What follows belongs to an exercise in optimizing a design on an open flow for small area and a short achievable clock period; a production flow would make more cautious choices. Only simulation tests tie the RTL to the original design; equivalence was not proved. No activity file was given, so power comes from the tool's default toggle rates.

==> flow/run.sh <==
#!/bin/bash
# synth_recipe.tcl (not shown) runs the flow's synth.tcl, then flattens the netlist and writes it again
# the make line also repeats each setting of config.mk as NAME=value (left out here)
make -C /OpenROAD-flow-scripts/flow DESIGN_CONFIG=/design/flow/config.mk WORK_HOME=/design/flow/orfs CLKGATE_MAP_FILE= SYNTH_SCRIPT=/design/flow/synth_recipe.tcl finish
==> flow/config.mk <==
export PLATFORM = sky130hd
export DESIGN_NAME = simple_fixed
export DESIGN_NICKNAME = simple_fixed
export VERILOG_FILES = /design/flow/design.v
export SDC_FILE = /design/flow/constraint.sdc
export NUM_CORES = 4
export LEC_CHECK = 0
export CAP_MARGIN = 20
export CORE_MARGIN = 2
export CORE_UTILIZATION = 40
export SLEW_MARGIN = 20
==> flow/constraint.sdc <==
create_clock -name core_clock -period 5.0 [get_ports {clock}]
set_input_delay 1.0000 -clock core_clock [delete_from_list [all_inputs] [get_ports {clock}]]
set_output_delay 1.0000 -clock core_clock [all_outputs]
set_load 0.01 [all_outputs]
==> flow/design.v <==
package fx_data_pkg;
  typedef logic [127:0] quad_t;
  typedef logic [31:0] word_t;
  typedef logic [15:0] half_t;
  typedef logic [6:0] reg_addr_t;
  typedef logic [17:0] imm_t;
  typedef logic [10:0] opcode_t;
  typedef logic [2:0] format_t;
  localparam word_t word_max = 32'h7fff_ffff;
  localparam word_t word_min = 32'h8000_0000;
  localparam half_t half_max = 16'h7fff;
  localparam half_t half_min = 16'h8000;
endpackage
package fx_isa_pkg;
  localparam logic [2:0]  fmt_rr   = 3'd0;
  localparam logic [2:0]  fmt_ri10 = 3'd4;
  localparam logic [10:0] op_ah  = 11'b00011001000;
  localparam logic [10:0] op_a   = 11'b00011000000;
  localparam logic [10:0] op_sfh = 11'b00001001000;
  localparam logic [10:0] op_sf  = 11'b00001000000;
  localparam logic [10:0] op_and  = 11'b00011000001;
  localparam logic [10:0] op_or   = 11'b00001000001;
  localparam logic [10:0] op_xor  = 11'b01001000001;
  localparam logic [10:0] op_nand = 11'b00011001001;
  localparam logic [10:0] op_ceqh = 11'b01111001000;
  localparam logic [10:0] op_ceq  = 11'b01111000000;
  localparam logic [10:0] op_cgth = 11'b01001001000;
  localparam logic [10:0] op_cgt  = 11'b01001000000;
  localparam logic [10:0] op_ahi   = 11'b000_00011101;
  localparam logic [10:0] op_ai    = 11'b000_00011100;
  localparam logic [10:0] op_sfhi  = 11'b000_00001101;
  localparam logic [10:0] op_sfi   = 11'b000_00001100;
  localparam logic [10:0] op_ceqhi = 11'b000_01111101;
  localparam logic [10:0] op_ceqi  = 11'b000_01111100;
  localparam logic [10:0] op_cgthi = 11'b000_01001101;
  localparam logic [10:0] op_cgti  = 11'b000_01001100;
  typedef enum logic [3:0] {
    op_none,
    op_add_h,
    op_add_w,
    op_sub_h,
    op_sub_w,
    op_and_q,
    op_or_q,
    op_xor_q,
    op_nand_q,
    op_ceq_h,
    op_ceq_w,
    op_cgt_h,
    op_cgt_w
  } fx_op_e;
endpackage
`timescale 1ns/1ns
import fx_data_pkg::*;
import fx_isa_pkg::*;
module fx_decode (
  input  fx_data_pkg::format_t   instr_format,
  input  fx_data_pkg::opcode_t   op_code,
  input  fx_data_pkg::reg_addr_t dest_reg_addr,
  input  fx_data_pkg::quad_t     src_reg_a,
  input  fx_data_pkg::quad_t     src_reg_b,
  input  fx_data_pkg::imm_t      imm_value,
  input  logic                   enable_reg_write,
  input  logic                   branch_is_taken,
  output fx_isa_pkg::fx_op_e     dec_op,
  output fx_data_pkg::quad_t     dec_opnd_a,
  output fx_data_pkg::quad_t     dec_opnd_b,
  output fx_data_pkg::reg_addr_t dec_dest,
  output logic                   dec_write
);
  fx_isa_pkg::fx_op_e op_sel;
  logic   half_op;
  fx_data_pkg::half_t imm_half;
  fx_data_pkg::word_t imm_word;
  always_comb begin
    op_sel = op_none;
    if (instr_format == fmt_rr) begin
      case (op_code)
        op_ah:   op_sel = op_add_h;
        op_a:    op_sel = op_add_w;
        op_sfh:  op_sel = op_sub_h;
        op_sf:   op_sel = op_sub_w;
        op_and:  op_sel = op_and_q;
        op_or:   op_sel = op_or_q;
        op_xor:  op_sel = op_xor_q;
        op_nand: op_sel = op_nand_q;
        op_ceqh: op_sel = op_ceq_h;
        op_ceq:  op_sel = op_ceq_w;
        op_cgth: op_sel = op_cgt_h;
        op_cgt:  op_sel = op_cgt_w;
        default: op_sel = op_none;
      endcase
    end else if (instr_format == fmt_ri10) begin
      case (op_code)
        op_ahi:   op_sel = op_add_h;
        op_ai:    op_sel = op_add_w;
        op_sfhi:  op_sel = op_sub_h;
        op_sfi:   op_sel = op_sub_w;
        op_ceqhi: op_sel = op_ceq_h;
        op_ceqi:  op_sel = op_ceq_w;
        op_cgthi: op_sel = op_cgt_h;
        op_cgti:  op_sel = op_cgt_w;
        default:  op_sel = op_none;
      endcase
    end
    if (branch_is_taken) begin
      op_sel = op_none;
    end
  end
  assign half_op = (op_sel == op_add_h) || (op_sel == op_sub_h) ||
                   (op_sel == op_ceq_h) || (op_sel == op_cgt_h);
  assign imm_half = {{6{imm_value[9]}}, imm_value[9:0]};
  assign imm_word = {{22{imm_value[9]}}, imm_value[9:0]};
  assign dec_op     = op_sel;
  assign dec_opnd_a = src_reg_a;
  always_comb begin
    if (instr_format == fmt_ri10) begin
      dec_opnd_b = half_op ? {8{imm_half}} : {4{imm_word}};
    end else begin
      dec_opnd_b = src_reg_b;
    end
  end
  assign dec_dest  = (op_sel == op_none) ? '0 : dest_reg_addr;
  assign dec_write = (op_sel == op_none) ? 1'b0 : enable_reg_write;
endmodule
`timescale 1ns/1ns
module fx_issue_reg (
  input  logic                   clock,
  input  logic                   reset,
  input  fx_isa_pkg::fx_op_e     in_op,
  input  fx_data_pkg::quad_t     in_opnd_a,
  input  fx_data_pkg::quad_t     in_opnd_b,
  input  fx_data_pkg::reg_addr_t in_dest,
  input  logic                   in_write,
  output fx_isa_pkg::fx_op_e     out_op,
  output fx_data_pkg::quad_t     out_opnd_a,
  output fx_data_pkg::quad_t     out_opnd_b,
  output fx_data_pkg::reg_addr_t out_dest,
  output logic                   out_write
);
  always_ff @(posedge clock) begin
    if (reset) begin
      out_op    <= fx_isa_pkg::op_none;
      out_dest  <= '0;
      out_write <= 1'b0;
    end else begin
      out_op    <= in_op;
      out_dest  <= in_dest;
      out_write <= in_write;
    end
  end
  always_ff @(posedge clock) begin
    out_opnd_a <= in_opnd_a;
    out_opnd_b <= in_opnd_b;
  end
endmodule
`timescale 1ns/1ns
import fx_data_pkg::*;
import fx_isa_pkg::*;
module fx_execute (
  input  logic                   clock,
  input  logic                   reset,
  input  fx_isa_pkg::fx_op_e     in_op,
  input  fx_data_pkg::quad_t     in_opnd_a,
  input  fx_data_pkg::quad_t     in_opnd_b,
  input  fx_data_pkg::reg_addr_t in_dest,
  input  logic                   in_write,
  output fx_data_pkg::quad_t     wb_data,
  output fx_data_pkg::reg_addr_t wb_reg_addr,
  output logic                   wb_enable_reg_write
);
  typedef logic signed [32:0] wide_t;
  fx_data_pkg::quad_t half_res;
  fx_data_pkg::quad_t word_res;
  fx_data_pkg::quad_t result;
  function automatic wide_t clamp(input wide_t value, input wide_t hi, input wide_t lo);
    if (value > hi) clamp = hi;
    else if (value < lo) clamp = lo;
    else clamp = value;
  endfunction
  for (genvar i = 0; i < 8; i++) begin : g_half
    fx_data_pkg::half_t a_h;
    fx_data_pkg::half_t b_h;
    wide_t sum_h;
    wide_t dif_h;
    assign a_h   = in_opnd_a[16*i +: 16];
    assign b_h   = in_opnd_b[16*i +: 16];
    assign sum_h = wide_t'(signed'(a_h)) + wide_t'(signed'(b_h));
    assign dif_h = wide_t'(signed'(b_h)) - wide_t'(signed'(a_h));
    assign half_res[16*i +: 16] =
      (in_op == op_add_h) ?
        16'(clamp(sum_h, wide_t'(signed'(half_max)), wide_t'(signed'(half_min)))) :
      (in_op == op_sub_h) ?
        16'(clamp(dif_h, wide_t'(signed'(half_max)), wide_t'(signed'(half_min)))) :
      (in_op == op_ceq_h) ? {16{a_h == b_h}} :
      {16{signed'(a_h) > signed'(b_h)}};
  end
  for (genvar i = 0; i < 4; i++) begin : g_word
    fx_data_pkg::word_t a_w;
    fx_data_pkg::word_t b_w;
    wide_t sum_w;
    wide_t dif_w;
    assign a_w   = in_opnd_a[32*i +: 32];
    assign b_w   = in_opnd_b[32*i +: 32];
    assign sum_w = wide_t'(signed'(a_w)) + wide_t'(signed'(b_w));
    assign dif_w = wide_t'(signed'(b_w)) - wide_t'(signed'(a_w));
    assign word_res[32*i +: 32] =
      (in_op == op_add_w) ?
        32'(clamp(sum_w, wide_t'(signed'(word_max)), wide_t'(signed'(word_min)))) :
      (in_op == op_sub_w) ?
        32'(clamp(dif_w, wide_t'(signed'(word_max)), wide_t'(signed'(word_min)))) :
      (in_op == op_ceq_w) ? {32{a_w == b_w}} :
      {32{signed'(a_w) > signed'(b_w)}};
  end
  always_comb begin
    case (in_op)
      op_add_h, op_sub_h, op_ceq_h, op_cgt_h: result = half_res;
      op_add_w, op_sub_w, op_ceq_w, op_cgt_w: result = word_res;
      op_and_q:  result = in_opnd_a & in_opnd_b;
      op_or_q:   result = in_opnd_a | in_opnd_b;
      op_xor_q:  result = in_opnd_a ^ in_opnd_b;
      op_nand_q: result = ~(in_opnd_a & in_opnd_b);
      default:   result = '0;
    endcase
  end
  always_ff @(posedge clock) begin
    if (reset) begin
      wb_data             <= '0;
      wb_reg_addr         <= '0;
      wb_enable_reg_write <= 1'b0;
    end else begin
      wb_data             <= result;
      wb_reg_addr         <= in_dest;
      wb_enable_reg_write <= in_write;
    end
  end
endmodule
`timescale 1ns/1ns
module simple_fixed (
  input  logic                   clock,
  input  logic                   reset,
  input  logic [2:0]             instr_format,
  input  logic [10:0]            op_code,
  input  logic [6:0]             dest_reg_addr,
  input  logic [127:0]           src_reg_a,
  input  logic [127:0]           src_reg_b,
  input  logic [17:0]            imm_value,
  input  logic                   enable_reg_write,
  input  logic                   branch_is_taken,
  output logic [127:0]           wb_data,
  output logic [6:0]             wb_reg_addr,
  output logic                   wb_enable_reg_write
);
  fx_isa_pkg::fx_op_e     dec_op,     iss_op;
  fx_data_pkg::quad_t     dec_opnd_a, iss_opnd_a;
  fx_data_pkg::quad_t     dec_opnd_b, iss_opnd_b;
  fx_data_pkg::reg_addr_t dec_dest,   iss_dest;
  logic                   dec_write,  iss_write;
  fx_decode i_decode (
    .instr_format     (instr_format),
    .op_code          (op_code),
    .dest_reg_addr    (dest_reg_addr),
    .src_reg_a        (src_reg_a),
    .src_reg_b        (src_reg_b),
    .imm_value        (imm_value),
    .enable_reg_write (enable_reg_write),
    .branch_is_taken  (branch_is_taken),
    .dec_op           (dec_op),
    .dec_opnd_a       (dec_opnd_a),
    .dec_opnd_b       (dec_opnd_b),
    .dec_dest         (dec_dest),
    .dec_write        (dec_write)
  );
  fx_issue_reg i_issue_reg (
    .clock      (clock),
    .reset      (reset),
    .in_op      (dec_op),
    .in_opnd_a  (dec_opnd_a),
    .in_opnd_b  (dec_opnd_b),
    .in_dest    (dec_dest),
    .in_write   (dec_write),
    .out_op     (iss_op),
    .out_opnd_a (iss_opnd_a),
    .out_opnd_b (iss_opnd_b),
    .out_dest   (iss_dest),
    .out_write  (iss_write)
  );
  fx_execute i_execute (
    .clock               (clock),
    .reset               (reset),
    .in_op               (iss_op),
    .in_opnd_a           (iss_opnd_a),
    .in_opnd_b           (iss_opnd_b),
    .in_dest             (iss_dest),
    .in_write            (iss_write),
    .wb_data             (wb_data),
    .wb_reg_addr         (wb_reg_addr),
    .wb_enable_reg_write (wb_enable_reg_write)
  );
endmodule
==> results.txt <==
status no timing/DRC/antenna violations; first-pass GRT wire length between 200000 and 300000 microns; Vias/cell 6.04; htree depth 2; vias 42100; TritonCTS clock tree done; Max Clock Freq between 200 and 250 MHz; Total GRT Usage 0.340; post-DR wirelength/cell 25.1 microns; EDFF count, synth 0; Post-layout nets between 6000 and 7000; LEAKAGE 19.4 nW; initial core utilization 0.404; Avg Cell Area, Syn 7.25 sq um; cell mode on critical path buf_4; Root Driver clkbuf_16; Post-CTS Setup Repair Bufs 0; share of flip-flops with an asynchronous set or reset 0; Critical Path Start i_issue_reg.out_opnd_a[96]$_DFF_P_; CTS max path bufs 3; area delta synth->final 20.4%; placer congestion estimate 1.02; cells along the critical path ha_1 -> fa_1 -> a211oi_1 -> o21ai_1 -> a2111oi_2 -> nor4_1 -> or2_1 -> nand4_1 -> a21oi_1 -> a211oi_4 -> buf_4 -> buf_4 -> a32oi_1 -> a22oi_1 -> o221ai_1; WP data required 5.49 ns; CP Capture Type flop; Worst Setup Start Kind flop; setup TNS 0 ns; library cells used by synthesis 115; largest net degree at the start of global routing between 70 and 80; final setup margin 0.395 ns; Hold Buf Count CTS 0; Rows 113; clock skew 0.0196 ns; Seq cells post-synth 404; max-slew violations 0; synth warn 3; worst r2r src i_issue_reg.out_opnd_a[96]$_DFF_P_; Post-Route WL 175000 microns; die area approximately 100000 sq um; VDD IR max 0.243 mV; Final period util 0.921; most common cell after layout, fill and taps aside a21oi_1; Die Wd 314 microns; worst slew pin tran 1.21 ns; Crit path largest cell delay 0.66 ns; overflow left after global routing 0; chip height about 310 microns; Synth Flop Type dfxtp_1; RSZ-0062 raised after global routing no; CP Buf/Inv Count 2; DRC 0; clock latency (worst-skew pair) 0.66 ns; Hold Path Class reg -> reg; Final Hold Viols 0; layout cells sized above 1 0.0695; Post-DRT Antenna Nets 0; final setup fails 0; vias in the first global route 39700; CP top delay family compound AO/OA/AOI/OAI gates; Worst EP arrival roughly 5.1 ns; initial antenna violation count 18; synthesized area 38500 sq um; syn nets 6027; Port Buffers 426; CP Class reg -> reg; post-CTS sizing 0; register area share after synthesis 0.210; clock slew at reported path FFs 0.06 ns; Mapped Cells 5316; Max-slew headroom 0.195; Tmin final ~4.6 ns; CP max FO 15; most frequent cells in the layout a21oi_1 (635), nor2_1 (474), nand2_1 (456), o21ai_0 (446), clkdlybuf4s50_1 (426); CTS Buf Count 50; DR pass1 iterations 8; core region area 95300 sq um; CTS Sinks 404; # IOs 435; DPL Wire Length 131000 microns; Slowest-stage cell, CP a2111oi_2; Iter 0 DRT Violations 4581; Place WS between 0.4 and 0.5 ns; PD cells roughly 260 nW/um^2; Max-Cap Viols 0; placed insts 6866; worst hold start i_issue_reg.out_dest[0]$_SDFF_PP0_; Final Non-Filler Cells roughly 7000
[registers in the layout, summed over array words and instances (netlist names)]
name,flops
i_execute.wb_enable_reg_write,1
i_issue_reg.out_dest,7
i_execute.wb_reg_addr,7
i_issue_reg.out_opnd_a,128
i_issue_reg.out_op,4
i_issue_reg.out_opnd_b,128
i_execute.wb_data,128
i_issue_reg.out_write,1
[layer usage]
metal | share of wire | up-vias | track usage
li1 | - | 19500 | -
met1 | 0.42 | 19800 | 0.451
met2 | 0.43 | 2311 | 0.519
met3 | 0.11 | 407 | 0.0925
met4 | 0.043 | 26 | 0.138
met5 | 0.00098 | - | 0
[synthesized netlist by cell type (all sizes together), types with 30 or more instances]
master | count | share of area
a21oi | 648 | 0.086
nor2 | 478 | 0.047
o21ai | 478 | 0.063
nand2 | 461 | 0.045
inv | 408 | 0.040
dfxtp | 404 | 0.21
ha | 396 | 0.13
xnor2 | 278 | 0.063
clkbuf | 223 | 0.022
a21o | 152 | 0.030
buf | 105 | 0.015
nor3 | 90 | 0.012
o211ai | 76 | 0.015
o21bai | 74 | 0.015
a211oi | 71 | 0.015
nand3 | 69 | 0.0090
o31ai | 68 | 0.015
nor4 | 55 | 0.0093
nor2b | 50 | 0.0081
o22ai | 48 | 0.0080
a31oi | 47 | 0.0076
xor2 | 45 | 0.010
and2 | 41 | 0.0067
nand2b | 37 | 0.0060
nand4 | 36 | 0.0058
o21a | 35 | 0.0068
a21boi | 30 | 0.0058
a221oi | 30 | 0.0073
[logic make-up (layout without fill, tap and decap cells)]
kind of cell,count (synthesis),after routing,synth area share
xor gates and xnor gates,323,323,0.0734
adders and majority gates,413,413,0.137
DFF,404,404,0.210
AOI/OAI and AO/OA,2000,2000,0.331
buffers and inverters,747,1125,0.0775
other,0,7,0
and+or+nand+nor,1420,1420,0.168
muxes,9,9,0.00257
[final cells by class]
type	instances	area [sq um]
Fill cell	9671	48900
Multi-Input combinational cell	4165	27600
Sequential cell	404	8090
Timing Repair Buffer	613	5710
Tap cell	1265	1580
Inverter	419	1570
Clock buffer	62	1400
Clock inverter	31	443
Antenna cell	7	17.5
[final timing paths]
path                                                            end  slack, ns  cells past startpoint
worst max-delay path              i_execute.wb_data[115]$_SDFF_PP0_       0.39                     15
worst min-delay path            i_execute.wb_reg_addr[0]$_SDFF_PP0_       0.44                      1
worst max register to register    i_execute.wb_data[115]$_SDFF_PP0_       0.39                     15
worst min register to register  i_execute.wb_reg_addr[0]$_SDFF_PP0_       0.44                      1
[stage by stage]
| step | power (mW) | util | area [sq um] | hold WS (ns) |
|---|---|---|---|---|
| final | 12.3 | 0.487 | 46400 | 0.435 |
| after global routing | 12.8 | 0.487 | 46400 | 0.464 |
| after CTS | 12.2 | 0.487 | 46400 | 0.440 |
| after detailed placement | 8.04 | 0.467 | 44500 | 0.427 |
| after global placement | 8.04 | 0.467 | 44500 | 0.418 |
| after floorplan | 6.61 | - | 38500 | 0.414 |
[power by group]
part / switching [mW] / total [mW] / internal (mW) / leakage (nW)
Sequential: 0.133 / 3.49 / 3.36 / 3.35
Clock: 1.62 / 4.13 / 2.51 / 0.896
Combinational: 2.91 / 4.64 / 1.73 / 15.2

==> what the ideal ports hide <==
The results above use ideal ports. As a check the final layout listed here was re-extracted and re-timed, cells and wires unchanged.
Step 1: set_driving_cell puts a clkbuf_16 on clock and a buf_2 on each other input, an assumption about the parent block.
Step 2, shift: input delay + t, output delay - t, t = (earliest + latest rising clock arrival at the registers) / 2. This alone moves slack from input paths to output paths.
Slacks: no drivers / after step 1 / after step 2; pairs: no drivers / after step 1.
t, ns: 0.730
setup WS [ns]: 0.395 / 0.395 / 0.305
pins driven straight from the clock port: 1
After both steps setup and hold are still met in this run. The setup slack of this run moves by 0.000 ns with the drivers and by -0.090 ns with both steps.
